This is an optimization exercise on Yosys and OpenROAD, whose aim is small area, not a production implementation. The RTL was checked by simulation tests, not by an equivalence proof against the original design.

File: design.v
package datapath_pkg;
	typedef enum logic [5-1:0] {
		opAdd   = 5'd0,
		opSub   = 5'd1,
		opAnd   = 5'd2,
		opOr    = 5'd3,
		opShr   = 5'd4,
		opShra  = 5'd5,
		opShl   = 5'd6,
		opRor   = 5'd7,
		opRol   = 5'd8,
		opMul   = 5'd9,
		opDiv   = 5'd10,
		opNeg   = 5'd11,
		opNot   = 5'd12,
		opIncPc = 5'd13
	} aluOp_e;
endpackage
module busMux (
	output logic [32-1:0] bus,
	input  logic                 regSel,
	input  logic [7:0]           outStrobe,
	input  logic [32-1:0] regRdData,
	input  logic [32-1:0] hi,
	input  logic [32-1:0] lo,
	input  logic [32-1:0] zHi,
	input  logic [32-1:0] zLo,
	input  logic [32-1:0] pc,
	input  logic [32-1:0] mdr,
	input  logic [32-1:0] inport,
	input  logic [32-1:0] cSignExt
);
	logic [7:0] sel;
	logic       blocked;
	always_comb begin
		blocked = regSel;
		for (int k = 7; k >= 0; k--) begin
			sel[k]  = outStrobe[k] & ~blocked;
			blocked = blocked | outStrobe[k];
		end
	end
	assign bus = regRdData
		| ({32{sel[7]}} & hi)
		| ({32{sel[6]}} & lo)
		| ({32{sel[5]}} & zHi)
		| ({32{sel[4]}} & zLo)
		| ({32{sel[3]}} & pc)
		| ({32{sel[2]}} & mdr)
		| ({32{sel[1]}} & inport)
		| ({32{sel[0]}} & cSignExt);
endmodule
module registerFile (
	input  logic                 clock,
	input  logic                 rstN,
	input  logic [16-1:0] wrEn,
	input  logic [16-1:0] rdSel,
	input  logic [32-1:0] bus,
	output logic [32-1:0] rdData
);
	logic [32-1:0] regs [16];
	genvar i;
	generate
		for (i = 0; i < 16; i++) begin : gReg
			logic ld, hd;
			assign ld = wrEn[i] & rstN;
			assign hd = ~wrEn[i] & rstN;
			always_ff @(posedge clock) begin
				regs[i] <= ({32{ld}} & bus) | ({32{hd}} & regs[i]);
			end
		end
	endgenerate
	always_comb begin
		rdData = '0;
		for (int k = 0; k < 16; k++)
			rdData = rdData | ({32{rdSel[k]}} & regs[k]);
	end
endmodule
module selectEncode (
	input  logic [31:0]          ir,
	input  logic                 gra,
	input  logic                 grb,
	input  logic                 grc,
	input  logic                 rIn,
	input  logic                 rdValid,
	input  logic                 baOut,
	output logic [16-1:0] wrEn,
	output logic [16-1:0] rdSel,
	output logic [32-1:0] cSignExt
);
	logic [3:0] field;
	always_comb begin
		if (gra)      field = ir[26:23];
		else if (grb) field = ir[22:19];
		else if (grc) field = ir[18:15];
		else          field = 4'd0;
	end
	always_comb begin
		for (int k = 0; k < 16; k++) begin
			wrEn[k]  = rIn && (field == k);
			rdSel[k] = rdValid && (field == k);
		end
		if (baOut) rdSel[0] = 1'b0;
	end
	assign cSignExt = {{13{ir[18]}}, ir[18:0]};
endmodule
module alu (
	input  logic [32-1:0]   a,
	input  logic [32-1:0]   b,
	input  logic [4:0]             op,
	input  logic                   incPc,
	output logic [2*32-1:0] result
);
	logic [4:0]  shamt, rotAmt;
	logic [31:0] rot, maskHi, maskLo, shiftRes;
	logic [31:0] addX, addY, sum;
	logic        addC;
	logic [63:0] mulDiv;
	logic signed [63:0] product;
	logic signed [31:0] quotient, remainder;
	always_comb begin
		addX = a;
		addY = b;
		addC = 1'b0;
		if (incPc || op == 5'd13) begin
			addX = '0;
			addC = 1'b1;
		end else if (op == 5'd11) begin
			addX = '0;
			addY = ~b;
			addC = 1'b1;
		end else if (op == 5'd1) begin
			addY = ~b;
			addC = 1'b1;
		end
	end
	assign sum = addX + addY + {31'b0, addC};
	assign shamt  = b[4:0];
	assign rotAmt = (op == 5'd6 || op == 5'd8) ? (5'd0 - shamt) : shamt;
	assign rot    = ({a, a} >> rotAmt);
	always_comb begin
		for (int j = 0; j < 32; j++) begin
			maskLo[j] = (j < shamt);           
			maskHi[j] = ((31 - j) < shamt);    
		end
	end
	always_comb begin
		case (op)
			5'd4:    shiftRes = rot & ~maskHi;
			5'd5:    shiftRes = (rot & ~maskHi) | ({32{a[31]}} & maskHi);
			5'd6:    shiftRes = rot & ~maskLo;
			default: shiftRes = rot;
		endcase
	end
	assign product = $signed(a) * $signed(b);
	always_comb begin
		if (b == '0) begin
			quotient  = '1;
			remainder = a;
		end else if (a == {1'b1, {(32-1){1'b0}}} && b == '1) begin
			quotient  = {1'b1, {(32-1){1'b0}}};
			remainder = '0;
		end else begin
			quotient  = $signed(a) / $signed(b);
			remainder = $signed(a) % $signed(b);
		end
	end
	assign mulDiv = (op == 5'd9) ? product : {remainder, quotient};
	always_comb begin
		result = '0;
		if (incPc) begin
			result[31:0] = sum;
		end else begin
			case (op)
				5'd0, 5'd1, 5'd11, 5'd13: result[31:0] = sum;
				5'd2:                     result[31:0] = a & b;
				5'd3:                     result[31:0] = a | b;
				5'd4, 5'd5, 5'd6, 5'd7, 5'd8: result[31:0] = shiftRes;
				5'd9, 5'd10:              result = mulDiv;
				5'd12:                    result[31:0] = ~b;
				default:                  result = '0;
			endcase
		end
	end
endmodule
module ldReg #(parameter int W = 32) (
	input  logic         clock,
	input  logic         rstN,
	input  logic         load,
	input  logic [W-1:0] d,
	output logic [W-1:0] q
);
	logic ld, hd;
	assign ld = load & rstN;
	assign hd = ~load & rstN;
	always_ff @(posedge clock) begin
		q <= ({W{ld}} & d) | ({W{hd}} & q);
	end
endmodule
module specialRegs (
	input  logic                   clock,
	input  logic                   rstN,
	input  logic [9:0]             load,
	input  logic                   memRead,
	input  logic [32-1:0]   bus,
	input  logic [32-1:0]   memData,
	input  logic [32-1:0]   inportData,
	input  logic [2*32-1:0] aluResult,
	output logic [32-1:0]   ir,
	output logic [32-1:0]   ry,
	output logic [32-1:0]   pc,
	output logic [32-1:0]   zHi,
	output logic [32-1:0]   zLo,
	output logic [32-1:0]   hi,
	output logic [32-1:0]   lo,
	output logic [32-1:0]   mdr,
	output logic [32-1:0]   inport,
	output logic [32-1:0]   marAddr,
	output logic [32-1:0]   outportData
);
	logic [32-1:0] mdrNext;
	assign mdrNext = memRead ? memData : bus;
	ldReg uPc      (.clock(clock), .rstN(rstN), .load(load[9]), .d(bus),        .q(pc));
	ldReg uIr      (.clock(clock), .rstN(rstN), .load(load[8]), .d(bus),        .q(ir));
	ldReg uRy      (.clock(clock), .rstN(rstN), .load(load[7]), .d(bus),        .q(ry));
	ldReg uZHi     (.clock(clock), .rstN(rstN), .load(load[6]), .d(aluResult[2*32-1:32]), .q(zHi));
	ldReg uZLo     (.clock(clock), .rstN(rstN), .load(load[6]), .d(aluResult[32-1:0]), .q(zLo));
	ldReg uHi      (.clock(clock), .rstN(rstN), .load(load[5]), .d(bus),        .q(hi));
	ldReg uLo      (.clock(clock), .rstN(rstN), .load(load[4]), .d(bus),        .q(lo));
	ldReg uMar     (.clock(clock), .rstN(rstN), .load(load[3]), .d(bus),        .q(marAddr));
	ldReg uMdr     (.clock(clock), .rstN(rstN), .load(load[2]), .d(mdrNext),    .q(mdr));
	ldReg uInport  (.clock(clock), .rstN(rstN), .load(load[1]), .d(inportData), .q(inport));
	ldReg uOutport (.clock(clock), .rstN(rstN), .load(load[0]), .d(bus),        .q(outportData));
endmodule
module dataPath (
	input  logic                        clock,
	input  logic                        rstN,
	input  logic [30:0]                 ctrl,
	input  logic [32-1:0]        memData,
	input  logic [32-1:0]        inportData,
	output logic [32-1:0]        marAddr,
	output logic [32-1:0]        outportData,
	output logic [32-1:0]        busValue
);
	logic [16-1:0]   regWrEn;
	logic [16-1:0]   regRdSel;
	logic [32-1:0]   regRdData;
	logic [32-1:0]   cSignExt;
	logic [32-1:0]   ir, ry, pc, zHi, zLo, hi, lo, mdr, inport;
	logic [2*32-1:0] aluResult;
	logic                   regSel;
	assign regSel = ctrl[26] | ctrl[25];
	busMux uBusMux (
		.bus       (busValue),
		.regSel    (regSel),
		.outStrobe (ctrl[13:6]),
		.regRdData (regRdData),
		.hi        (hi),
		.lo        (lo),
		.zHi       (zHi),
		.zLo       (zLo),
		.pc        (pc),
		.mdr       (mdr),
		.inport    (inport),
		.cSignExt  (cSignExt)
	);
	selectEncode uSelectEncode (
		.ir       (ir),
		.gra      (ctrl[30]),
		.grb      (ctrl[29]),
		.grc      (ctrl[28]),
		.rIn      (ctrl[27]),
		.rdValid  (regSel),
		.baOut    (ctrl[25]),
		.wrEn     (regWrEn),
		.rdSel    (regRdSel),
		.cSignExt (cSignExt)
	);
	registerFile uRegisterFile (
		.clock  (clock),
		.rstN   (rstN),
		.wrEn   (regWrEn),
		.rdSel  (regRdSel),
		.bus    (busValue),
		.rdData (regRdData)
	);
	alu uAlu (
		.a      (ry),
		.b      (busValue),
		.op     (ctrl[4:0]),
		.incPc  (ctrl[14]),
		.result (aluResult)
	);
	specialRegs uSpecialRegs (
		.clock       (clock),
		.rstN        (rstN),
		.load        ({ctrl[24:17], ctrl[16], ctrl[15]}),
		.memRead     (ctrl[5]),
		.bus         (busValue),
		.memData     (memData),
		.inportData  (inportData),
		.aluResult   (aluResult),
		.ir          (ir),
		.ry          (ry),
		.pc          (pc),
		.zHi         (zHi),
		.zLo         (zLo),
		.hi          (hi),
		.lo          (lo),
		.mdr         (mdr),
		.inport      (inport),
		.marAddr     (marAddr),
		.outportData (outportData)
	);
endmodule
File: run.sh
#!/bin/bash
# synth_recipe.tcl (not shown) runs the flow's synth.tcl, then flattens the netlist and writes it again
# the make line also repeats each setting of config.mk as NAME=value (left out here)
make -C /OpenROAD-flow-scripts/flow DESIGN_CONFIG=/design/flow/config.mk WORK_HOME=/design/flow/orfs CLKGATE_MAP_FILE= SYNTH_SCRIPT=/design/flow/synth_recipe.tcl finish
File: config.mk
export PLATFORM = sky130hd
export DESIGN_NAME = dataPath
export DESIGN_NICKNAME = dataPath
export VERILOG_FILES = /design/flow/design.v
export SDC_FILE = /design/flow/constraint.sdc
export NUM_CORES = 4
export LEC_CHECK = 0
export CAP_MARGIN = 20
export CORE_MARGIN = 2
export CORE_UTILIZATION = 30
export PLACE_DENSITY = 0.4
export SLEW_MARGIN = 20
File: constraint.sdc
create_clock -name core_clock -period 120.0 [get_ports {clock}]
set_input_delay 24.0000 -clock core_clock [delete_from_list [all_inputs] [get_ports {clock}]]
set_output_delay 24.0000 -clock core_clock [all_outputs]
set_load 0.01 [all_outputs]
==> run_results.csv, run 1 <==
group,metric,value,unit
route,routed-via-count,115294,
route,drt_wl_total,612000,µm
cts,worst_skew_pair.late_latency,760,ps
critical_path,worst_setup_path_start_kind,"input pin",
final_layout,drive_gt1_share,18.7,%
final_layout,design_area,0.136,mm²
cts,cts.clk_slew.worst_paths,60,ps
timing,post-route-min-period,114750,ps
yosys,synth_edf_count,0,
critical_path,cpPeakStageDelay,940,ps
floorplanning,die_area,0.370,mm²
placement,gp_congestion,0.984,
floorplanning,die_w,608,µm
route,drt_iter0_markers,11710,
yosys,synth.avg_cell_area,7.77,µm²
worst_hold_path,hp-class,"flip-flop to flip-flop",
critical_path,critPathMaxFanout,32,
timing,slew_headroom,19.1,%
worst_hold_path,hold_start,"uRegisterFile.regs[9][11]",
route,post_drt_via_cell_ratio,5.60,
yosys,synthFlopType,"dfxtp_1",
timing,finalMaxSlewViolations,0,
placement,place_inst,20321,
placement,port_buffers,192,
timing,post-route-period-util,95.6,%
global_routing,antenna_found_initial,43,
global_routing,grt_max_degree,97,
yosys,synth_cell_types,119,
timing,worstMarginPinSlew,1180,ps
critical_path,cp_common_cell,"o21a_1",
critical_path,startpoint,"ctrl[12]",
route,wl_met1,258000,µm
yosys,ys_warn_count,6,
cts,clkSinkCount,859,
critical_path,worstSetupEndpointType,"flip-flop",
floorplanning,die_h,608,µm
placement,place_ws,-2120,ps
run_status,status,"no timing/DRC/antenna violations",
floorplanning,core_area,0.363,mm²
floorplanning,num_rows,221,
flow_run,cap_violations,0,
route,wl_met3,42600,µm
final_layout,area_growth,24.2,%
final_layout,stdcell_count,20588,
global_routing,grt-ovfl-total,0,
yosys,ys_ff_latch,859,
route,drc_errors,0,
route,dr.pass1.iters,8,
timing,fin_setup_tns,0,ps
cts,cts_buffers,103,
cts,cts_tree,"done",
timing,postLayoutSetupSlackWorst,5250,ps
yosys,synth_fp_nets,16045,
placement,dp_hpwl,471000,µm
route,drtAntennaViolNets,0,
route,wl_met2,278000,µm
critical_path,cp_top_family,"compound AO/OA/AOI/OAI gates",
critical_path,rr_startpoint,"uSpecialRegs.uIr.q[18]",
timing,setup_violations,0,
critical_path,critical_path_buf_inv_count,57,
floorplanning,initial_core_util,30.2,%
placement,place_area,0.131,mm²
global_routing,grt_pass1_vias,115210,
route,top_layer,"met5",
critical_path,setup.worst_path.class,"input pin to flip-flop",
cts,htreeDepth,3,
floorplanning,ios,193,
critical_path,crit_slowest_cell,"a2111oi_0",
timing,max_freq,0.00871,GHz
cts,cts_buffer_depth,3,
yosys,async_flop_share,0,%
critical_path,worstPathArrival,115370,ps
yosys,synthesis.instances,14108,
yosys,netlist_area,0.110,mm²
final_layout,fin_nets,17628,
global_routing,grt_pass1_wl,862000,µm
timing,finalClockSkew,73.7,ps
cts,cts_root_buffer,"clkbuf_16",
timing,hold_violations,0,
global_routing,grt_usage,32.1,%
critical_path,critPathRequiredTime,120620,ps
final_layout,nFillCells,37897,
yosys,seq_area_frac_synth,15.7,%
route,wire_per_inst,29.7,µm
## cell type report
class	count	area (µm²)	area share [%]
inverters	1339	5040	3.70
clock buffers	160	3060	2.25
clock inverters	27	385	0.283
flip-flops and latches	859	17200	12.7
repair buffers	2434	19100	14.0
well taps	4794	6000	4.41
multi-input cells	10954	85200	62.6
diodes	21	52.6	0.0386
## per-stage QoR
stage	utilization [%]	hold slack (ps)
finish	37.5	451
global route	37.5	469
CTS	37.1	455
detailed placement	36.1	441
global placement	36.1	428
floorplan	-	421
## logic make-up after synthesis
family / Yosys count / synth area share [%]
xor+xnor: 564 / 4.53
mux: 273 / 2.55
simple gates: 4809 / 20.0
fa+ha+maj: 1841 / 28.5
compound gates: 3466 / 20.7
flops: 859 / 15.7
buf+inv: 2296 / 8.11
## worst register-to-register path, delay by kind of cell, from the launching register on
kind | cells | cell delay, ps
AND/OR/NAND/NOR | 121 | 22340
XOR/XNOR | 1 | 220
flip-flops | 1 | 340
AO/OA/AOI/OAI | 245 | 48940
multiplexers | 5 | 1120
buffers and inverters | 56 | 9020
adder cells (fa/ha/maj) | 31 | 9080
## what timing repair did
action,in CTS,in global routing
hold buffers,0,0
resized for setup,23,191
endpoints found under the setup margin,64,64
pin swaps,9,33
setup buffers,15,43
gates cloned,0,1
## cells in the mapped netlist, types with 230 or more instances
cell      count  share of area [%]
a211oi_1    290                2.0
a21oi_1     629                2.9
clkbuf_1    734                2.5
dfxtp_1     859                 16
fa_1       1085                 20
ha_1        755                8.6
inv_1      1315                4.5
mux2i_1     230                2.1
nand2_1    2138                7.3
nor2_1     1102                3.8
nor3_1      255                1.2
o21ai_0    1036                4.7
xnor2_1     382                3.1
## flip-flops by register name, summed over array words and instances (netlist names)
signal and cells:
uSpecialRegs.uIr.q 27, uSpecialRegs.uLo.q 32, uSpecialRegs.uOutport.q 32, uSpecialRegs.uInport.q 32, uSpecialRegs.uHi.q 32, uSpecialRegs.uZLo.q 32, uRegisterFile.regs 512, uSpecialRegs.uPc.q 32
uSpecialRegs.uMar.q 32, uSpecialRegs.uRy.q 32, uSpecialRegs.uZHi.q 32, uSpecialRegs.uMdr.q 32
## cell usage in the layout (no fill, tap or decap), types with 137 or more instances in the layout
cell type and n:
a211oi_1 278, a21o_1 193, a21oi_1 608, a22oi_1 171, and2_1 215, buf_4 2203
clkdlybuf4s50_1 170, dfxtp_1 829, fa_1 1084, ha_1 753, inv_1 1298, mux2i_1 226
nand2_1 2122, nand3_1 191, nand4_1 137, nor2_1 1074, nor2b_1 157, nor3_1 226
o211ai_1 139, o21a_1 154, o21ai_0 1004, xnor2_1 363, xor2_1 179
## metal layers
layer,vias to the layer above,track usage [%]
li1,51335,-
met1,58161,41.7
met2,4748,52.2
met3,1042,4.91
met4,8,15.0
met5,-,0
## worst paths after layout
kind,end,slack (ps),cells after the start
min,uRegisterFile.regs[9][11],450,2
min reg2reg,uRegisterFile.regs[9][11],450,2
max reg2reg,uSpecialRegs.uZLo.q[15],28850,459
max,uSpecialRegs.uZLo.q[15],5250,458
==> inputs of run 2 (changes only) <==
--- a/design.v
+++ b/design.v
@@ -105,2 +105,174 @@
 endmodule
+module mulDivArray (
+	input  logic [31:0] a,
+	input  logic [31:0] b,
+	input  logic        mul,
+	output logic [63:0] result
+);
+	localparam int NC = 66;
+	localparam logic [63:0] KMUL = 64'h5555_5556_0000_0000;
+	logic        sA, sB, bZero, div;
+	logic [31:0] absA, absB, absAg;
+	logic [31:0] n0, n1, n2, n3, n4, dN;
+	logic [4:0]  k;
+	logic [63:0] xInit;
+	assign div   = ~mul;
+	assign sA    = a[31];
+	assign sB    = b[31];
+	assign bZero = (b == 32'd0);
+	assign absA  = sA ? (~a + 32'd1) : a;
+	assign absB  = sB ? (~b + 32'd1) : b;
+	assign absAg = div ? absA : 32'd0;
+	assign k[4] = ~|absB[31:16];
+	assign n0   = k[4] ? {absB[15:0], 16'd0} : absB;
+	assign k[3] = ~|n0[31:24];
+	assign n1   = k[3] ? {n0[23:0], 8'd0} : n0;
+	assign k[2] = ~|n1[31:28];
+	assign n2   = k[2] ? {n1[27:0], 4'd0} : n1;
+	assign k[1] = ~|n2[31:30];
+	assign n3   = k[1] ? {n2[29:0], 2'd0} : n2;
+	assign k[0] = ~n3[31];
+	assign n4   = k[0] ? {n3[30:0], 1'b0} : n3;
+	assign dN   = n4;
+	assign xInit = {32'd0, absAg} << k;
+	logic [33:0]   xc;           
+	logic [NC-1:0] sv [17];      
+	logic [NC-1:0] cv [17];      
+	logic [NC-1:0] c2;           
+	logic [31:0]   qPos, qNeg;   
+	assign xc = mul ? {a[31], a[31], a} : {2'b00, dN};
+	always_comb begin
+		sv[16] = '0;
+		cv[16] = '0;
+		sv[16][63:0] = xInit;
+		cv[16][63:0] = mul ? KMUL : 64'd0;
+	end
+	genvar r, c;
+	generate
+		for (r = 15; r >= 0; r--) begin : gRow
+			logic [6:0] s7, c7;
+			logic signed [6:0] e;
+			logic [2:0] dHat;
+			logic signed [6:0] m2, m1, m0, mn1;
+			logic ge2, ge1, ge0, gen1;
+			logic qOne, qTwo, qNegD;       
+			logic bOne, bTwo, bNeg;        
+			logic one, two, neg;
+			logic [34:0] op;
+			assign s7   = sv[r+1][2*r+34:2*r+28];
+			assign c7   = cv[r+1][2*r+34:2*r+28];
+			assign e    = s7 + c7;
+			assign dHat = dN[30:28];
+			always_comb begin
+				case (dHat)
+					3'd0: begin m2 = 7'sd12; m1 = 7'sd4; m0 = -7'sd5; mn1 = -7'sd13; end
+					3'd1: begin m2 = 7'sd14; m1 = 7'sd4; m0 = -7'sd5; mn1 = -7'sd15; end
+					3'd2: begin m2 = 7'sd15; m1 = 7'sd5; m0 = -7'sd6; mn1 = -7'sd16; end
+					3'd3: begin m2 = 7'sd17; m1 = 7'sd5; m0 = -7'sd6; mn1 = -7'sd18; end
+					3'd4: begin m2 = 7'sd18; m1 = 7'sd6; m0 = -7'sd7; mn1 = -7'sd19; end
+					3'd5: begin m2 = 7'sd20; m1 = 7'sd6; m0 = -7'sd7; mn1 = -7'sd21; end
+					3'd6: begin m2 = 7'sd21; m1 = 7'sd7; m0 = -7'sd8; mn1 = -7'sd22; end
+					default: begin m2 = 7'sd23; m1 = 7'sd7; m0 = -7'sd8; mn1 = -7'sd24; end
+				endcase
+			end
+			assign ge2  = (e >= m2);
+			assign ge1  = (e >= m1);
+			assign ge0  = (e >= m0);
+			assign gen1 = (e >= mn1);
+			assign qNegD = ge1;                        
+			assign qTwo  = ge2 | ~gen1;
+			assign qOne  = (ge1 & ~ge2) | (gen1 & ~ge0);
+			assign qPos[2*r+1:2*r] = {ge2, ge1 & ~ge2};
+			assign qNeg[2*r+1:2*r] = {~gen1, gen1 & ~ge0};
+			if (r == 0) begin : gB
+				assign bOne = b[0];
+				assign bTwo = b[1] & ~b[0];
+				assign bNeg = b[1];
+			end else begin : gB
+				assign bOne = b[2*r] ^ b[2*r-1];
+				assign bTwo = (b[2*r+1] & ~b[2*r] & ~b[2*r-1]) | (~b[2*r+1] & b[2*r] & b[2*r-1]);
+				assign bNeg = b[2*r+1] & ~(b[2*r] & b[2*r-1]);
+			end
+			assign one = mul ? bOne : qOne;
+			assign two = mul ? bTwo : qTwo;
+			assign neg = mul ? bNeg : qNegD;
+			for (c = 0; c < 35; c++) begin : gOp
+				if (c == 0)
+					assign op[c] = (one & xc[0]) ^ neg;
+				else if (c < 33)
+					assign op[c] = ((one & xc[c]) | (two & xc[c-1])) ^ neg;
+				else if (c == 33)
+					assign op[c] = ((one & xc[33]) | (two & xc[32])) ^ neg ^ mul;
+				else
+					assign op[c] = div & neg;
+			end
+			for (c = 0; c < NC; c++) begin : gCol
+				if (c >= 2*r && c <= 2*r + 34) begin : gFa
+					logic x, y, z;
+					assign x = sv[r+1][c];
+					assign y = (c == 2*r) ? neg : cv[r+1][c];
+					assign z = op[c-2*r];
+					assign sv[r][c] = x ^ y ^ z;
+					if (c < 2*r + 34) begin : gC
+						assign cv[r][c+1] = (x & y) | (x & z) | (y & z);
+					end else begin : gC
+						assign c2[c+1] = (x & y) | (x & z) | (y & z);
+					end
+				end else begin : gPass
+					assign sv[r][c] = sv[r+1][c];
+				end
+				if (c == 2*r) begin : gC0
+					assign cv[r][c] = 1'b0;
+				end else if (c < 2*r || c >= 2*r + 35) begin : gCp
+					assign cv[r][c] = cv[r+1][c];
+				end
+			end
+		end
+	endgenerate
+	generate
+		for (c = 0; c < NC; c++) begin : gC2z
+			if (c < 35 || (c % 2) == 0) begin : gZ
+				assign c2[c] = 1'b0;
+			end
+		end
+	endgenerate
+	logic [63:0] fs, fc, fsum;
+	assign fc[35] = 1'b0;
+	generate
+		for (c = 0; c < 64; c++) begin : gFold
+			if (c < 35) begin : gLo
+				assign fs[c] = sv[0][c];
+				assign fc[c] = cv[0][c];
+			end else if ((c % 2) == 0) begin : gEven
+				logic x, y;
+				assign x = sv[0][c];
+				assign y = cv[0][c];
+				assign fs[c] = x ^ y;
+				if (c < 63) begin : gCy
+					assign fc[c+1] = x & y;
+				end
+			end else begin : gOdd
+				logic x, y, z;
+				assign x = sv[0][c];
+				assign y = cv[0][c];
+				assign z = c2[c];
+				assign fs[c] = x ^ y ^ z;
+				if (c < 63) begin : gCy
+					assign fc[c+1] = (x & y) | (x & z) | (y & z);
+				end
+			end
+		end
+	endgenerate
+	assign fsum = fs + fc;
+	logic        rNeg, negQ;
+	logic [31:0] rc, remMag, quoMag, quo, rem;
+	assign rNeg   = fsum[34];
+	assign rc     = fsum[31:0] + (rNeg ? dN : 32'd0);
+	assign remMag = rc >> k;
+	assign quoMag = qPos + ~qNeg + {31'd0, ~rNeg};
+	assign negQ   = (sA ^ sB) & ~bZero;
+	assign quo    = bZero ? 32'hFFFF_FFFF : (negQ ? (~quoMag + 32'd1) : quoMag);
+	assign rem    = bZero ? a : (sA ? (~remMag + 32'd1) : remMag);
+	assign result = mul ? fsum : {rem, quo};
+endmodule
 module alu (
@@ -117,4 +289,2 @@
 	logic [63:0] mulDiv;
-	logic signed [63:0] product;
-	logic signed [31:0] quotient, remainder;
 	always_comb begin
@@ -153,16 +323,8 @@
 	end
-	assign product = $signed(a) * $signed(b);
-	always_comb begin
-		if (b == '0) begin
-			quotient  = '1;
-			remainder = a;
-		end else if (a == {1'b1, {(32-1){1'b0}}} && b == '1) begin
-			quotient  = {1'b1, {(32-1){1'b0}}};
-			remainder = '0;
-		end else begin
-			quotient  = $signed(a) / $signed(b);
-			remainder = $signed(a) % $signed(b);
-		end
-	end
-	assign mulDiv = (op == 5'd9) ? product : {remainder, quotient};
+	mulDivArray uMulDiv (
+		.a      (a),
+		.b      (b),
+		.mul    (op == 5'd9),
+		.result (mulDiv)
+	);
 	always_comb begin
==> run_results.csv, run 2 <==
group,metric,value,unit
yosys,seq_area_frac_synth,19.7,%
route,routed-via-count,86166,
cts,cts_resized,0,
cts,cts_root_buffer,"clkbuf_16",
route,drtAntennaViolNets,0,
yosys,ys_warn_count,2121,
final_layout,final_common_cell,"nand2_1",
cts,htreeDepth,3,
cts,clkSinkCount,859,
global_routing,antenna_found_initial,36,
critical_path,timing.rr.end,"uSpecialRegs.uZHi.q[29]",
timing,worstMarginPinSlew,1290,ps
worst_hold_path,whs_path_depth,2,
global_routing,grt-ovfl-total,0,
worst_hold_path,worstHoldEndpoint,"uRegisterFile.regs[7][29]",
yosys,synthesis.instances,10875,
yosys,async_flop_share,0,%
yosys,synth_cell_types,121,
cts,cts_setup_buffers,0,
cts,cts_buffer_depth,3,
critical_path,setup.worst_path.class,"input pin to flip-flop",
final_layout,final_cell_mix,"nand2_1 (1125), o21ai_0 (903), dfxtp_1 (857), nor2_1 (717), xnor2_1 (625)",
critical_path,critPathRequiredTime,120600,ps
timing,rsz0062_at_grt,"no",
critical_path,critPathMaxFanout,41,
floorplanning,core_area,0.288,mm²
cts,cts_buffers,92,
global_routing,grt_usage,32.5,%
critical_path,r2r_setup_slack,35620,ps
placement,port_buffers,192,
yosys,synth.avg_cell_area,8.01,µm²
timing,slew_headroom,13.2,%
final_layout,nFillCells,30377,
critical_path,cp_common_cell,"ha_1",
critical_path,worst_setup_path_start_kind,"input pin",
floorplanning,num_rows,197,
route,wl_met1,214000,µm
placement,place_inst,14312,
yosys,synth_fp_nets,12105,
yosys,ys_ff_latch,859,
route,drc_errors,0,
route,drt_wl_total,494000,µm
yosys,synth_area_leaders,"dfxtp_1 (20%), fa_1 (12%), ha_1 (8.6%)",
final_layout,area_growth,12.0,%
global_routing,grt_pass1_vias,83161,
timing,setup_violations,0,
yosys,yosysTopAreaCellShare,19.7,%
route,post_drt_via_cell_ratio,5.95,
worst_hold_path,hold_start,"uRegisterFile.regs[7][29]",
yosys,synth_most_common_cell,"nand2_1",
timing,post-route-period-util,89.7,%
yosys,yosys-top-cells-count,"nand2_1 (1139), o21ai_0 (907), dfxtp_1 (859)",
run_status,status,"no timing/DRC/antenna violations",
cts,holdBufCountCts,0,
floorplanning,ios,193,
final_layout,final_core_util,33.8,%
placement,dp_hpwl,370000,µm
critical_path,worstSetupEndpointType,"flip-flop",
critical_path,worstPathArrival,108230,ps
route,wl_met2,218000,µm
floorplanning,die_area,0.295,mm²
floorplanning,initial_core_util,30.2,%
route,dr.pass1.iters,9,
global_routing,grt_max_degree,82,
final_layout,largest_register_ff_count,512,
placement,gp_congestion,0.977,
final_layout,drive_gt1_share,8.04,%
critical_path,crit_slowest_cell,"a311oi_1",
route,wl_met3,36900,µm
floorplanning,die_h,543,µm
route,drt_iter0_markers,9850,
yosys,netlist_area,0.0871,mm²
yosys,yosysTopAreaCell,"dfxtp_1",
timing,max_freq,0.00929,GHz
cts,cts.clk_slew.worst_paths,60,ps
timing,finalClockSkew,72.1,ps
final_layout,regMostFlops,"uRegisterFile.regs",
timing,fin_setup_tns,0,ps
critical_path,reg2regPathDepth,354,
timing,finalMaxSlewViolations,0,
critical_path,rr_startpoint,"uSpecialRegs.uIr.q[18]",
worst_hold_path,hp-class,"flip-flop to flip-flop",
cts,worst_skew_pair.late_latency,760,ps
critical_path,cpPeakStageDelay,970,ps
floorplanning,die_w,543,µm
route,top_layer,"met5",
final_layout,fin_nets,11856,
flow_run,cap_violations,0,
timing,hold_violations,0,
timing,post-route-min-period,107630,ps
final_layout,stdcell_count,14491,
yosys,synth_edf_count,0,
global_routing,grt_pass1_wl,683000,µm
yosys,synthFlopType,"dfxtp_1",
cts,cts_tree,"done",
route,wire_per_inst,34.1,µm
-- run 2: changes by cell type in the layout (fill, tap and decap cells not counted), moves of 151 or more --
cell	delta
and2_1	-155
ha_1	-151
nand2_1	-997
o22ai_1	+498
inv_1	-719
fa_1	-553
buf_4	-1791
xnor2_1	+262
nor2_1	-357
-- run 2: routing by layer --
metal	track usage (%)	vias up
met5	0	-
li1	-	38134
met1	43.8	43419
met3	5.35	775
met2	51.0	3830
met4	14.0	8
-- run 2: worst max-delay path, delay by kind of cell --
family | cells | cell delay (ps)
multiplexers | 3 | 640
buffers and inverters | 59 | 9310
AO/OA/AOI/OAI | 100 | 25240
AND/OR/NAND/NOR | 86 | 15080
XOR/XNOR | 32 | 5920
adder cells (fa/ha/maj) | 79 | 27550
-- run 2: area by class of cell --
cell class                      count  area (µm²)  share of cell area, %
Multi-Input combinational cell   8474       65200                   66.8
Sequential cell                   859       17200                   17.6
Timing Repair Buffer              608        5060                   5.18
Tap cell                         3781        4730                   4.85
Clock buffer                      139        2680                   2.75
Inverter                          591        2230                   2.29
Clock inverter                     26         465                  0.477
Antenna cell                       13        32.5                 0.0333
-- run 2: how the worst max path moves through the flow --
| stage | to | slack (ps) | from | cells after the start |
|---|---|---|---|---|
| floorplan | uSpecialRegs.uZHi.q[21] | 24290 | ctrl[29] | 372 |
| global placement | uSpecialRegs.uZHi.q[29] | 12300 | ctrl[29] | 358 |
| detailed placement | uSpecialRegs.uZHi.q[29] | 12630 | ctrl[29] | 363 |
| CTS | uSpecialRegs.uZHi.q[21] | 13150 | ctrl[29] | 364 |
| global route | uSpecialRegs.uZHi.q[29] | 6330 | ctrl[29] | 361 |
| finish | uSpecialRegs.uZHi.q[29] | 12370 | ctrl[29] | 359 |
-- run 2: through the flow --
step / hold slack [ps] / worst slack, ps / area [µm²]
after floorplan: 416 / 24290 / 87100
after global placement: 430 / 12300 / 94200
after detailed placement: 436 / 12630 / 94300
after CTS: 451 / 13150 / 97500
after global routing: 474 / 6330 / 97500
final: 445 / 12370 / 97600
-- run 2: logic make-up (layout without fill, tap and decap cells) --
family,Yosys count,in the layout,synth area share (%)
flops,859,859,19.7
xor+xnor,894,894,9.00
compound gates,3343,3343,24.8
other cells,1,14,0.00430
fa+ha+maj,1138,1138,20.9
mux,390,390,4.58
buf+inv,1542,1364,6.93
simple gates,2708,2708,14.0
==> inputs of run 3 (changes only) <==
--- a/design.v
+++ b/design.v
@@ -105,2 +105,103 @@
 endmodule
+module skAdd #(parameter int W = 32) (
+	input  logic [W-1:0] a,
+	input  logic [W-1:0] b,
+	input  logic         ci,
+	output logic [W-1:0] s
+);
+	localparam int LV = $clog2(W);
+	logic [W-1:0] g [LV+1];
+	logic [W-1:0] p [LV+1];
+	logic [W-1:0] h;
+	assign h = a ^ b;
+	always_comb begin
+		g[0] = a & b;
+		p[0] = h;
+		g[0][0] = (a[0] & b[0]) | (h[0] & ci);
+	end
+	genvar l, i;
+	generate
+		for (l = 0; l < LV; l++) begin : gLv
+			for (i = 0; i < W; i++) begin : gBit
+				if ((i >> l) & 1) begin : gOp
+					assign g[l+1][i] = g[l][i] | (p[l][i] & g[l][((i >> l) << l) - 1]);
+					assign p[l+1][i] = p[l][i] & p[l][((i >> l) << l) - 1];
+				end else begin : gPass
+					assign g[l+1][i] = g[l][i];
+					assign p[l+1][i] = p[l][i];
+				end
+			end
+		end
+	endgenerate
+	assign s = h ^ {g[LV][W-2:0], ci};
+endmodule
+module condNeg #(parameter int W = 32) (
+	input  logic [W-1:0] x,
+	input  logic         neg,
+	output logic [W-1:0] y
+);
+	localparam int LV = $clog2(W);
+	logic [W-1:0] o [LV+1];
+	assign o[0] = x;
+	genvar l, i;
+	generate
+		for (l = 0; l < LV; l++) begin : gLv
+			for (i = 0; i < W; i++) begin : gBit
+				if ((i >> l) & 1) begin : gOp
+					assign o[l+1][i] = o[l][i] | o[l][((i >> l) << l) - 1];
+				end else begin : gPass
+					assign o[l+1][i] = o[l][i];
+				end
+			end
+		end
+	endgenerate
+	assign y = x ^ ({o[LV][W-2:0], 1'b0} & {W{neg}});
+endmodule
+module rcAdd #(parameter int W = 32) (
+	input  logic [W-1:0] a,
+	input  logic [W-1:0] b,
+	input  logic         ci,
+	output logic [W-1:0] s
+);
+	logic [W:0] c;
+	assign c[0] = ci;
+	genvar i;
+	generate
+		for (i = 0; i < W; i++) begin : gBit
+			assign s[i]   = a[i] ^ b[i] ^ c[i];
+			assign c[i+1] = (a[i] & b[i]) | (a[i] & c[i]) | (b[i] & c[i]);
+		end
+	endgenerate
+endmodule
+module srtSelect (
+	input  logic [6:0] s7,
+	input  logic [6:0] c7,
+	input  logic [2:0] dHat,
+	output logic       one,
+	output logic       two,
+	output logic       neg
+);
+	logic signed [6:0] e, m2, m1, m0, mn1;
+	logic ge2, ge1, ge0, gen1;
+	assign e = s7 + c7;
+	always_comb begin
+		case (dHat)
+			3'd0:    begin m2 = 7'sd12; m1 = 7'sd4; m0 = -7'sd5; mn1 = -7'sd13; end
+			3'd1:    begin m2 = 7'sd14; m1 = 7'sd4; m0 = -7'sd5; mn1 = -7'sd15; end
+			3'd2:    begin m2 = 7'sd15; m1 = 7'sd5; m0 = -7'sd6; mn1 = -7'sd16; end
+			3'd3:    begin m2 = 7'sd17; m1 = 7'sd5; m0 = -7'sd6; mn1 = -7'sd18; end
+			3'd4:    begin m2 = 7'sd18; m1 = 7'sd6; m0 = -7'sd7; mn1 = -7'sd19; end
+			3'd5:    begin m2 = 7'sd20; m1 = 7'sd6; m0 = -7'sd7; mn1 = -7'sd21; end
+			3'd6:    begin m2 = 7'sd21; m1 = 7'sd7; m0 = -7'sd8; mn1 = -7'sd22; end
+			default: begin m2 = 7'sd23; m1 = 7'sd7; m0 = -7'sd8; mn1 = -7'sd24; end
+		endcase
+	end
+	assign ge2  = (e >= m2);
+	assign ge1  = (e >= m1);
+	assign ge0  = (e >= m0);
+	assign gen1 = (e >= mn1);
+	assign neg = ge1;
+	assign two = ge2 | ~gen1;
+	assign one = (ge1 & ~ge2) | (gen1 & ~ge0);
+endmodule
 module mulDivArray (
@@ -109,3 +210,7 @@
 	input  logic        mul,
-	output logic [63:0] result
+	input  logic [63:0] xInit,     
+	input  logic [31:0] dN,        
+	output logic [31:0] qPos,
+	output logic [31:0] qNeg,
+	output logic [63:0] fsum
 );
@@ -113,26 +218,3 @@
 	localparam logic [63:0] KMUL = 64'h5555_5556_0000_0000;
-	logic        sA, sB, bZero, div;
-	logic [31:0] absA, absB, absAg;
-	logic [31:0] n0, n1, n2, n3, n4, dN;
-	logic [4:0]  k;
-	logic [63:0] xInit;
-	assign div   = ~mul;
-	assign sA    = a[31];
-	assign sB    = b[31];
-	assign bZero = (b == 32'd0);
-	assign absA  = sA ? (~a + 32'd1) : a;
-	assign absB  = sB ? (~b + 32'd1) : b;
-	assign absAg = div ? absA : 32'd0;
-	assign k[4] = ~|absB[31:16];
-	assign n0   = k[4] ? {absB[15:0], 16'd0} : absB;
-	assign k[3] = ~|n0[31:24];
-	assign n1   = k[3] ? {n0[23:0], 8'd0} : n0;
-	assign k[2] = ~|n1[31:28];
-	assign n2   = k[2] ? {n1[27:0], 4'd0} : n1;
-	assign k[1] = ~|n2[31:30];
-	assign n3   = k[1] ? {n2[29:0], 2'd0} : n2;
-	assign k[0] = ~n3[31];
-	assign n4   = k[0] ? {n3[30:0], 1'b0} : n3;
-	assign dN   = n4;
-	assign xInit = {32'd0, absAg} << k;
+	logic          div;
 	logic [33:0]   xc;           
@@ -141,4 +223,4 @@
 	logic [NC-1:0] c2;           
-	logic [31:0]   qPos, qNeg;   
-	assign xc = mul ? {a[31], a[31], a} : {2'b00, dN};
+	assign div = ~mul;
+	assign xc  = mul ? {a[31], a[31], a} : {2'b00, dN};
 	always_comb begin
@@ -146,3 +228,3 @@
 		cv[16] = '0;
-		sv[16][63:0] = xInit;
+		sv[16][63:0] = mul ? 64'd0 : xInit;
 		cv[16][63:0] = mul ? KMUL : 64'd0;
@@ -152,7 +234,2 @@
 		for (r = 15; r >= 0; r--) begin : gRow
-			logic [6:0] s7, c7;
-			logic signed [6:0] e;
-			logic [2:0] dHat;
-			logic signed [6:0] m2, m1, m0, mn1;
-			logic ge2, ge1, ge0, gen1;
 			logic qOne, qTwo, qNegD;       
@@ -161,27 +238,12 @@
 			logic [34:0] op;
-			assign s7   = sv[r+1][2*r+34:2*r+28];
-			assign c7   = cv[r+1][2*r+34:2*r+28];
-			assign e    = s7 + c7;
-			assign dHat = dN[30:28];
-			always_comb begin
-				case (dHat)
-					3'd0: begin m2 = 7'sd12; m1 = 7'sd4; m0 = -7'sd5; mn1 = -7'sd13; end
-					3'd1: begin m2 = 7'sd14; m1 = 7'sd4; m0 = -7'sd5; mn1 = -7'sd15; end
-					3'd2: begin m2 = 7'sd15; m1 = 7'sd5; m0 = -7'sd6; mn1 = -7'sd16; end
-					3'd3: begin m2 = 7'sd17; m1 = 7'sd5; m0 = -7'sd6; mn1 = -7'sd18; end
-					3'd4: begin m2 = 7'sd18; m1 = 7'sd6; m0 = -7'sd7; mn1 = -7'sd19; end
-					3'd5: begin m2 = 7'sd20; m1 = 7'sd6; m0 = -7'sd7; mn1 = -7'sd21; end
-					3'd6: begin m2 = 7'sd21; m1 = 7'sd7; m0 = -7'sd8; mn1 = -7'sd22; end
-					default: begin m2 = 7'sd23; m1 = 7'sd7; m0 = -7'sd8; mn1 = -7'sd24; end
-				endcase
-			end
-			assign ge2  = (e >= m2);
-			assign ge1  = (e >= m1);
-			assign ge0  = (e >= m0);
-			assign gen1 = (e >= mn1);
-			assign qNegD = ge1;                        
-			assign qTwo  = ge2 | ~gen1;
-			assign qOne  = (ge1 & ~ge2) | (gen1 & ~ge0);
-			assign qPos[2*r+1:2*r] = {ge2, ge1 & ~ge2};
-			assign qNeg[2*r+1:2*r] = {~gen1, gen1 & ~ge0};
+			srtSelect uSel (
+				.s7   (sv[r+1][2*r+34:2*r+28]),
+				.c7   (cv[r+1][2*r+34:2*r+28]),
+				.dHat (dN[30:28]),
+				.one  (qOne),
+				.two  (qTwo),
+				.neg  (qNegD)
+			);
+			assign qPos[2*r+1:2*r] = {qTwo & qNegD, qOne & qNegD};
+			assign qNeg[2*r+1:2*r] = {qTwo & ~qNegD, qOne & ~qNegD};
 			if (r == 0) begin : gB
@@ -238,3 +300,3 @@
 	endgenerate
-	logic [63:0] fs, fc, fsum;
+	logic [63:0] fs, fc;
 	assign fc[35] = 1'b0;
@@ -265,13 +327,3 @@
 	endgenerate
-	assign fsum = fs + fc;
-	logic        rNeg, negQ;
-	logic [31:0] rc, remMag, quoMag, quo, rem;
-	assign rNeg   = fsum[34];
-	assign rc     = fsum[31:0] + (rNeg ? dN : 32'd0);
-	assign remMag = rc >> k;
-	assign quoMag = qPos + ~qNeg + {31'd0, ~rNeg};
-	assign negQ   = (sA ^ sB) & ~bZero;
-	assign quo    = bZero ? 32'hFFFF_FFFF : (negQ ? (~quoMag + 32'd1) : quoMag);
-	assign rem    = bZero ? a : (sA ? (~remMag + 32'd1) : remMag);
-	assign result = mul ? fsum : {rem, quo};
+	skAdd #(.W(64)) uFinal (.a(fs), .b(fc), .ci(1'b0), .s(fsum));
 endmodule
@@ -284,7 +336,7 @@
 );
-	logic [4:0]  shamt, rotAmt;
-	logic [31:0] rot, maskHi, maskLo, shiftRes;
+	logic        isMul, isDiv, rightShift;
 	logic [31:0] addX, addY, sum;
 	logic        addC;
-	logic [63:0] mulDiv;
+	assign isMul = (op == 5'd9);
+	assign isDiv = (op == 5'd10);
 	always_comb begin
@@ -305,11 +357,35 @@
 	end
-	assign sum = addX + addY + {31'b0, addC};
-	assign shamt  = b[4:0];
-	assign rotAmt = (op == 5'd6 || op == 5'd8) ? (5'd0 - shamt) : shamt;
-	assign rot    = ({a, a} >> rotAmt);
-	always_comb begin
-		for (int j = 0; j < 32; j++) begin
-			maskLo[j] = (j < shamt);           
-			maskHi[j] = ((31 - j) < shamt);    
-		end
+	rcAdd #(.W(32)) uAdd (.a(addX), .b(addY), .ci(addC), .s(sum));
+	logic        sA, sB, bZero;
+	logic [31:0] absA, absB;
+	logic [31:0] n0, n1, n2, n3, dN;
+	logic [4:0]  k;
+	assign sA    = a[31];
+	assign sB    = b[31];
+	assign bZero = (b == 32'd0);
+	condNeg #(.W(32)) uAbsA (.x(a), .neg(sA), .y(absA));
+	condNeg #(.W(32)) uAbsB (.x(b), .neg(sB), .y(absB));
+	assign k[4] = ~|absB[31:16];
+	assign n0   = k[4] ? {absB[15:0], 16'd0} : absB;
+	assign k[3] = ~|n0[31:24];
+	assign n1   = k[3] ? {n0[23:0], 8'd0} : n0;
+	assign k[2] = ~|n1[31:28];
+	assign n2   = k[2] ? {n1[27:0], 4'd0} : n1;
+	assign k[1] = ~|n2[31:30];
+	assign n3   = k[1] ? {n2[29:0], 2'd0} : n2;
+	assign k[0] = ~n3[31];
+	assign dN   = k[0] ? {n3[30:0], 1'b0} : n3;
+	logic [4:0]  shamt, shAmt;
+	logic [31:0] shIn, shHi, shLo, signFill, shiftRes;
+	logic [63:0] shOut;
+	assign shamt      = b[4:0];
+	assign rightShift = (op == 5'd4) || (op == 5'd5) || (op == 5'd7);
+	assign shIn       = isDiv ? absA : a;
+	assign shAmt      = isDiv ? k : (rightShift ? (5'd0 - shamt) : shamt);
+	assign shOut      = {32'd0, shIn} << shAmt;
+	assign shHi       = shOut[63:32];
+	assign shLo       = shOut[31:0];
+	always_comb begin
+		for (int j = 0; j < 32; j++)
+			signFill[j] = a[31] & ((31 - j) < shamt);    
 	end
@@ -317,14 +393,31 @@
 		case (op)
-			5'd4:    shiftRes = rot & ~maskHi;
-			5'd5:    shiftRes = (rot & ~maskHi) | ({32{a[31]}} & maskHi);
-			5'd6:    shiftRes = rot & ~maskLo;
-			default: shiftRes = rot;
+			5'd4:    shiftRes = shHi | (shamt == 5'd0 ? shLo : 32'd0);
+			5'd5:    shiftRes = shHi | (shamt == 5'd0 ? shLo : 32'd0) | signFill;
+			5'd6:    shiftRes = shLo;
+			default: shiftRes = shHi | shLo;
 		endcase
 	end
+	logic [31:0] qPos, qNeg;
+	logic [63:0] fsum;
 	mulDivArray uMulDiv (
-		.a      (a),
-		.b      (b),
-		.mul    (op == 5'd9),
-		.result (mulDiv)
+		.a     (a),
+		.b     (b),
+		.mul   (isMul),
+		.xInit (shOut),
+		.dN    (dN),
+		.qPos  (qPos),
+		.qNeg  (qNeg),
+		.fsum  (fsum)
 	);
+	logic        rNeg, negQ;
+	logic [31:0] rc, remMag, quoMag, quoS, remS, quo, rem;
+	assign rNeg = fsum[34];
+	skAdd #(.W(32)) uRc  (.a(fsum[31:0]), .b(dN & {32{rNeg}}), .ci(1'b0), .s(rc));
+	assign remMag = rc >> k;
+	skAdd #(.W(32)) uQuo (.a(qPos), .b(~qNeg), .ci(~rNeg), .s(quoMag));
+	assign negQ = (sA ^ sB) & ~bZero;
+	condNeg #(.W(32)) uNegQ (.x(quoMag), .neg(negQ), .y(quoS));
+	condNeg #(.W(32)) uNegR (.x(remMag), .neg(sA), .y(remS));
+	assign quo = bZero ? 32'hFFFF_FFFF : quoS;
+	assign rem = bZero ? a : remS;
 	always_comb begin
@@ -339,3 +432,4 @@
 				5'd4, 5'd5, 5'd6, 5'd7, 5'd8: result[31:0] = shiftRes;
-				5'd9, 5'd10:              result = mulDiv;
+				5'd9:                     result = fsum;
+				5'd10:                    result = {rem, quo};
 				5'd12:                    result[31:0] = ~b;
==> run_results.csv, run 3 <==
group,metric,value,unit
timing,post-route-period-util,90.6,%
route,dr.pass1.iters,8,
cts,cts_buffer_depth,3,
yosys,synth_area_leaders,"dfxtp_1 (20%), fa_1 (13%), ha_1 (7.4%)",
final_layout,drive_gt1_share,9.52,%
cts,cts_root_buffer,"clkbuf_16",
floorplanning,ios,193,
yosys,ys_ff_latch,859,
route,post_drt_via_cell_ratio,6.03,
cts,clkSinkCount,859,
critical_path,crit_slowest_cell,"a2111oi_0",
timing,slew_headroom,9.49,%
critical_path,worstPathArrival,109390,ps
cts,cts_resized,0,
yosys,synth_cell_types,117,
floorplanning,die_area,0.288,mm²
route,drt_wl_total,520000,µm
critical_path,cpPeakStageDelay,850,ps
cts,worst_skew_pair.late_latency,750,ps
yosys,synth_edf_count,0,
timing,post-route-min-period,108750,ps
route,routed-via-count,86054,
route,drc_errors,0,
floorplanning,initial_core_util,30.2,%
global_routing,grt_usage,35.2,%
cts,holdBufCountCts,0,
timing,fin_setup_tns,0,ps
run_status,status,"no timing/DRC/antenna violations",
floorplanning,die_w,537,µm
route,wire_per_inst,36.4,µm
cts,cts_buffers,90,
yosys,synthFlopType,"dfxtp_1",
timing,hold_violations,0,
critical_path,worstSetupEndpointType,"flip-flop",
yosys,seq_area_frac_synth,20.2,%
critical_path,worst_setup_path_start_kind,"input pin",
yosys,ys_warn_count,5332,
yosys,yosysTopAreaCellShare,20.2,%
floorplanning,num_rows,195,
yosys,yosysTopAreaCell,"dfxtp_1",
placement,gp_congestion,1.03,
timing,worstMarginPinSlew,1350,ps
critical_path,cp_common_cell,"ha_1",
cts,cts_setup_buffers,0,
yosys,synth.avg_cell_area,8.03,µm²
route,drtAntennaViolNets,0,
global_routing,grt_pass1_vias,82708,
timing,rsz0062_at_grt,"no",
final_layout,largest_register_ff_count,512,
cts,htreeDepth,3,
placement,dp_hpwl,392000,µm
global_routing,grt_pass1_wl,711000,µm
cts,cts.clk_slew.worst_paths,80,ps
critical_path,critPathRequiredTime,120630,ps
timing,hold_slack,447,ps
timing,finalMaxSlewViolations,0,
floorplanning,core_area,0.282,mm²
yosys,netlist_area,0.0852,mm²
final_layout,fin_nets,11559,
global_routing,grt-ovfl-total,0,
cts,cts_tree,"done",
global_routing,antenna_found_initial,80,
timing,max_freq,0.00920,GHz
yosys,async_flop_share,0,%
placement,port_buffers,192,
yosys,yosys-top-cells-count,"nand2_1 (1079), o21ai_0 (877), dfxtp_1 (859)",
flow_run,cap_violations,0,
final_layout,final_cell_mix,"nand2_1 (1061), o21ai_0 (864), dfxtp_1 (858), nor2_1 (721), xnor2_1 (587)",
final_layout,final_common_cell,"nand2_1",
final_layout,area_growth,13.3,%
yosys,synth_most_common_cell,"nand2_1",
final_layout,regMostFlops,"uRegisterFile.regs",
floorplanning,die_h,537,µm
timing,finalClockSkew,82.2,ps
global_routing,grt_max_degree,95,
yosys,synthesis.instances,10602,
timing,setup_violations,0,
critical_path,setup.worst_path.class,"input pin to flip-flop",
worst_hold_path,hp-class,"flip-flop to flip-flop",
critical_path,critPathMaxFanout,48,
route,drt_iter0_markers,9564,
yosys,synth_fp_nets,11750,
-- run 3: cell count changes after synthesis, sizes merged, moves of 37 or more --
cell | before | now
o32ai | 5 | 42
mux2i | 357 | 227
a21oi | 486 | 440
a21o | 151 | 111
o21ai | 957 | 913
mux2 | 30 | 71
nand2 | 1139 | 1079
nor4 | 107 | 57
nand4 | 53 | 92
ha | 602 | 501
-- run 3: kinds of logic after synthesis --
group / count (synthesis) / synth area share [%]
AOI/OAI and AO/OA: 3286 / 25.4
xor gates and xnor gates: 833 / 8.60
adders and majority gates: 1051 / 20.3
buffers and inverters: 1516 / 6.93
DFF: 859 / 20.2
muxes: 298 / 3.61
and+or+nand+nor: 2759 / 15.0
-- run 3: cell type report --
class                   instances  area, µm²
fillers                     29641     186000
multi-input cells            8227      63700
flip-flops and latches        859      17200
repair buffers                652       5410
well taps                    3743       4680
clock buffers                 123       2570
inverters                     581       2190
clock inverters                45        606
diodes                         47        118
-- run 3: stage by stage --
| stage | cells | instance area (µm²) | setup WS, ps | util [%] |
|---|---|---|---|---|
| 2_1_floorplan | 10602 | 85200 | 21900 | - |
| 3_3_place_gp | 14051 | 92900 | 11570 | 32.9 |
| 3_5_place_dp | 14058 | 93000 | 11300 | 33.0 |
| 4_1_cts | 14226 | 96200 | 11800 | 34.1 |
| 5_1_grt | 14251 | 96400 | 5660 | 34.1 |
| 6_report | 14277 | 96500 | 11250 | 34.2 |
-- run 3: layer usage --
| metal | global-route usage [%] | wire (µm) |
|---|---|---|
| met5 | 0.132 | 323 |
| met3 | 6.11 | 37100 |
| met1 | 43.8 | 210000 |
| met2 | 55.6 | 233000 |
| met4 | 23.2 | 39700 |
-- run 3: critical path, delay by kind of cell --
family,cells,cell delay [ps]
AOI/OAI and AO/OA,109,28370
adders and majority gates,61,23280
xor gates and xnor gates,26,5930
muxes,9,3910
buffers and inverters,39,8980
and+or+nand+nor,73,14300
-- run 3: final timing paths --
path	startpoint	to	slack, ps	cells after the start
max	ctrl[29]	uSpecialRegs.uZHi.q[21]	11250	317
min	uRegisterFile.regs[4][23]	uRegisterFile.regs[4][23]	450	2
max reg2reg	uSpecialRegs.uIr.q[15]	uSpecialRegs.uZHi.q[21]	34810	316
min reg2reg	uRegisterFile.regs[4][23]	uRegisterFile.regs[4][23]	450	2
==> inputs of run 4 (changes only) <==
--- a/config.mk
+++ b/config.mk
@@ -7,6 +7,8 @@
 export LEC_CHECK = 0
-export CAP_MARGIN = 20
+export ABC_AREA = 1
+export CAP_MARGIN = 5
 export CORE_MARGIN = 2
-export CORE_UTILIZATION = 30
-export PLACE_DENSITY = 0.4
-export SLEW_MARGIN = 20
+export CORE_UTILIZATION = 50
+export CTS_BUF_LIST = sky130_fd_sc_hd__clkbuf_4 sky130_fd_sc_hd__clkbuf_8
+export PLACE_DENSITY = 0.6
+export SLEW_MARGIN = 5
==> run_results.csv, run 4 <==
group,metric,value,unit
yosys,ys_warn_count,5332,
run_status,violatedChecks,"max-capacitance violations, max-slew violations",
critical_path,critPathMaxFanout,49,
cts,cts_tree,"done",
critical_path,cp_top_family,"simple AND/OR/NAND/NOR gates",
floorplanning,initial_core_util,50.4,%
timing,setup_violations,0,
cts,cts.clk_slew.worst_paths,70,ps
cts,cts_buffer_depth,3,
timing,postLayoutSetupSlackWorst,8430,ps
critical_path,worstPathArrival,112300,ps
timing,fin_setup_tns,0,ps
cts,cts_resized,0,
worst_hold_path,worstHoldEndpoint,"uSpecialRegs.uZLo.q[27]",
route,post_drt_via_cell_ratio,6.52,
yosys,synth_cell_types,74,
timing,hold_violations,0,
floorplanning,ios,193,
yosys,yosys-top-cells-count,"nand2_1 (2089), inv_1 (1478), nand3_1 (1237)",
yosys,synth_edf_count,0,
placement,place_ws,9570,ps
cts,clkSinkCount,859,
floorplanning,die_area,0.175,mm²
flow_run,cap_violations,1,
final_layout,drive_gt1_share,6.84,%
critical_path,crit_slowest_cell,"inv_1",
timing,hold_slack,454,ps
final_layout,design_area,0.0925,mm²
yosys,synthesis.instances,12223,
worst_hold_path,whs_path_depth,2,
final_layout,final_common_cell,"nand2_1",
final_layout,final_cell_mix,"nand2_1 (2079), inv_1 (1477), nand3_1 (1232), o21ai_0 (927), o22ai_1 (890)",
cts,worst_skew_pair.late_latency,900,ps
yosys,synthFlopType,"dfxtp_1",
worst_hold_path,hp-class,"flip-flop to flip-flop",
critical_path,worst_setup_path_start_kind,"input pin",
timing,max_freq,0.00896,GHz
global_routing,grt_pass1_vias,87935,
route,routed-via-count,93537,
critical_path,rr_startpoint,"uSpecialRegs.uIr.q[16]",
placement,gp_congestion,1.15,
yosys,ys_ff_latch,859,
critical_path,setup.worst_path.class,"input pin to flip-flop",
floorplanning,core_area,0.170,mm²
placement,port_buffers,192,
critical_path,worstSetupEndpointType,"flip-flop",
timing,post-route-period-util,93.0,%
global_routing,grt-ovfl-total,0,
yosys,synth_most_common_cell,"nand2_1",
timing,slew_headroom,-2.92,%
floorplanning,die_h,418,µm
critical_path,timing.rr.end,"uSpecialRegs.uZHi.q[6]",
cts,cts_root_buffer,"clkbuf_8",
placement,dp_hpwl,337000,µm
final_layout,fin_nets,13139,
cts,htreeDepth,3,
global_routing,antenna_found_initial,48,
route,drtAntennaViolNets,0,
timing,finalClockSkew,78.4,ps
floorplanning,num_rows,151,
route,dr.pass1.iters,12,
critical_path,critical_path_buf_inv_count,92,
critical_path,cp_common_cell,"nand2_1",
yosys,synth_area_leaders,"dfxtp_1 (20%), fa_1 (13%), nand2_1 (9.2%)",
route,drc_errors,0,
route,wire_per_inst,31.5,µm
cts,cts_buffers,121,
cts,holdBufCountCts,0,
critical_path,r2r_setup_slack,31930,ps
route,drt_wl_total,452000,µm
final_layout,regMostFlops,"uRegisterFile.regs",
final_layout,area_growth,8.04,%
critical_path,reg2regPathDepth,448,
yosys,yosysTopAreaCellShare,20.1,%
floorplanning,die_w,418,µm
route,drt_iter0_markers,13513,
global_routing,grt_usage,50.4,%
timing,rsz0062_at_grt,"no",
timing,finalMaxSlewViolations,4,
critical_path,cpPeakStageDelay,1020,ps
placement,place_area,0.0896,mm²
yosys,netlist_area,0.0856,mm²
yosys,synth.avg_cell_area,7.01,µm²
yosys,synth_fp_nets,13371,
final_layout,largest_register_ff_count,512,
timing,post-route-min-period,111570,ps
global_routing,grt_max_degree,148,
yosys,async_flop_share,0,%
cts,cts_setup_buffers,0,
critical_path,critPathRequiredTime,120730,ps
yosys,seq_area_frac_synth,20.1,%
worst_hold_path,hold_start,"uSpecialRegs.uZLo.q[27]",
final_layout,nFillCells,16906,
run_status,status,"complete, but fails checks",
yosys,yosysTopAreaCell,"dfxtp_1",
timing,worstMarginPinSlew,1540,ps
global_routing,grt_pass1_wl,638000,µm
## run 4: cell count changes after synthesis, sizes merged, moves of 93 or more
cell,delta
o21ai,+214
buf,+93
inv,+923
nand2b,-124
xnor2,-431
a211oi,-259
nand3,+1083
o22ai,+385
xor2,+348
mux2i,-206
clkbuf,-172
a22oi,-149
a21o,-96
nand2,+1050
## run 4: area by class of cell
type / count / area (µm²) / share of cell area (%)
antenna: 38 / 95.1 / 0.103
clock buffer: 189 / 2400 / 2.59
clock inverter: 32 / 367 / 0.396
inverter: 1516 / 5700 / 6.16
multi-input combinational: 8990 / 59700 / 64.5
sequential: 859 / 17200 / 18.6
tap: 2218 / 2780 / 3.00
timing repair buffer: 503 / 4310 / 4.66
## run 4: metal layers
metal  vias to the layer above  GRT usage, %  routed length, µm
met5                         -         0.167                129
met4                        16          48.7              53800
met3                      2042          15.8              55500
met2                      6960          74.5             188000
met1                     44214          57.1             155000
li1                      40305             -                  -
## run 4: worst max-delay path by stage
stage | start | endpoint | cells after the start
2_1_floorplan | ctrl[29] | uSpecialRegs.uZHi.q[25] | 458
3_3_place_gp | ctrl[29] | uSpecialRegs.uZHi.q[6] | 450
3_5_place_dp | ctrl[25] | uSpecialRegs.uZHi.q[6] | 446
4_1_cts | ctrl[25] | uSpecialRegs.uZHi.q[6] | 446
5_1_grt | ctrl[25] | uSpecialRegs.uZHi.q[18] | 453
6_report | ctrl[25] | uSpecialRegs.uZHi.q[6] | 447
## run 4: tightest hold or removal path: stages (launching register included)
cell and delay [ps]:
dfxtp_1 310, nand2_1 60, nand2_1 40
## run 4: cell families after synthesis
kind of cell	share of synthesized area, %
AO/OA/AOI/OAI	18.0
XOR/XNOR	7.69
buffers and inverters	10.9
multiplexers	0.245
flip-flops	20.1
adder cells (fa/ha/maj)	20.2
AND/OR/NAND/NOR	22.9
## run 4: stage by stage
stage               utilization [%]  cells
finish                         54.5  14345
CTS                            54.4  14306
detailed placement             52.8  14085
floorplan                         -  12223
global route                   54.4  14317
global placement               52.8  14085

afterwards: timing with drivers on the ports:
How much do the figures lean on ideal ports? The routed layouts below were timed once more, with nothing changed but the port constraints. Step 1 (the two cells are an assumption about what drives the block):
set clk [get_ports {clock}]
set_driving_cell -lib_cell sky130_fd_sc_hd__clkbuf_16 $clk
set_driving_cell -lib_cell sky130_fd_sc_hd__buf_2 [delete_from_list [all_inputs] $clk]
Step 2, shift: input delay + t, output delay - t, t = (earliest + latest rising clock arrival at the registers) / 2. This alone moves slack from input paths to output paths. Three values: no drivers, after step 1, after step 2; two values: the first two.
run	t, ns	slack for setup (ns)	clock arrival spread, ns
run 1	0.807	5.254 / 5.310 / 4.503	0.075 / 0.075
run 2	0.810	12.371 / 12.429 / 11.618	0.073 / 0.073
run 3	0.808	11.246 / 11.253 / 10.445	0.083 / 0.083
run 4	0.945	8.427 / 8.485 / 7.540	0.080 / 0.080
For run 4, which loses most, drivers alone change the setup slack by +0.058 ns; drivers and shift together by -0.887 ns.
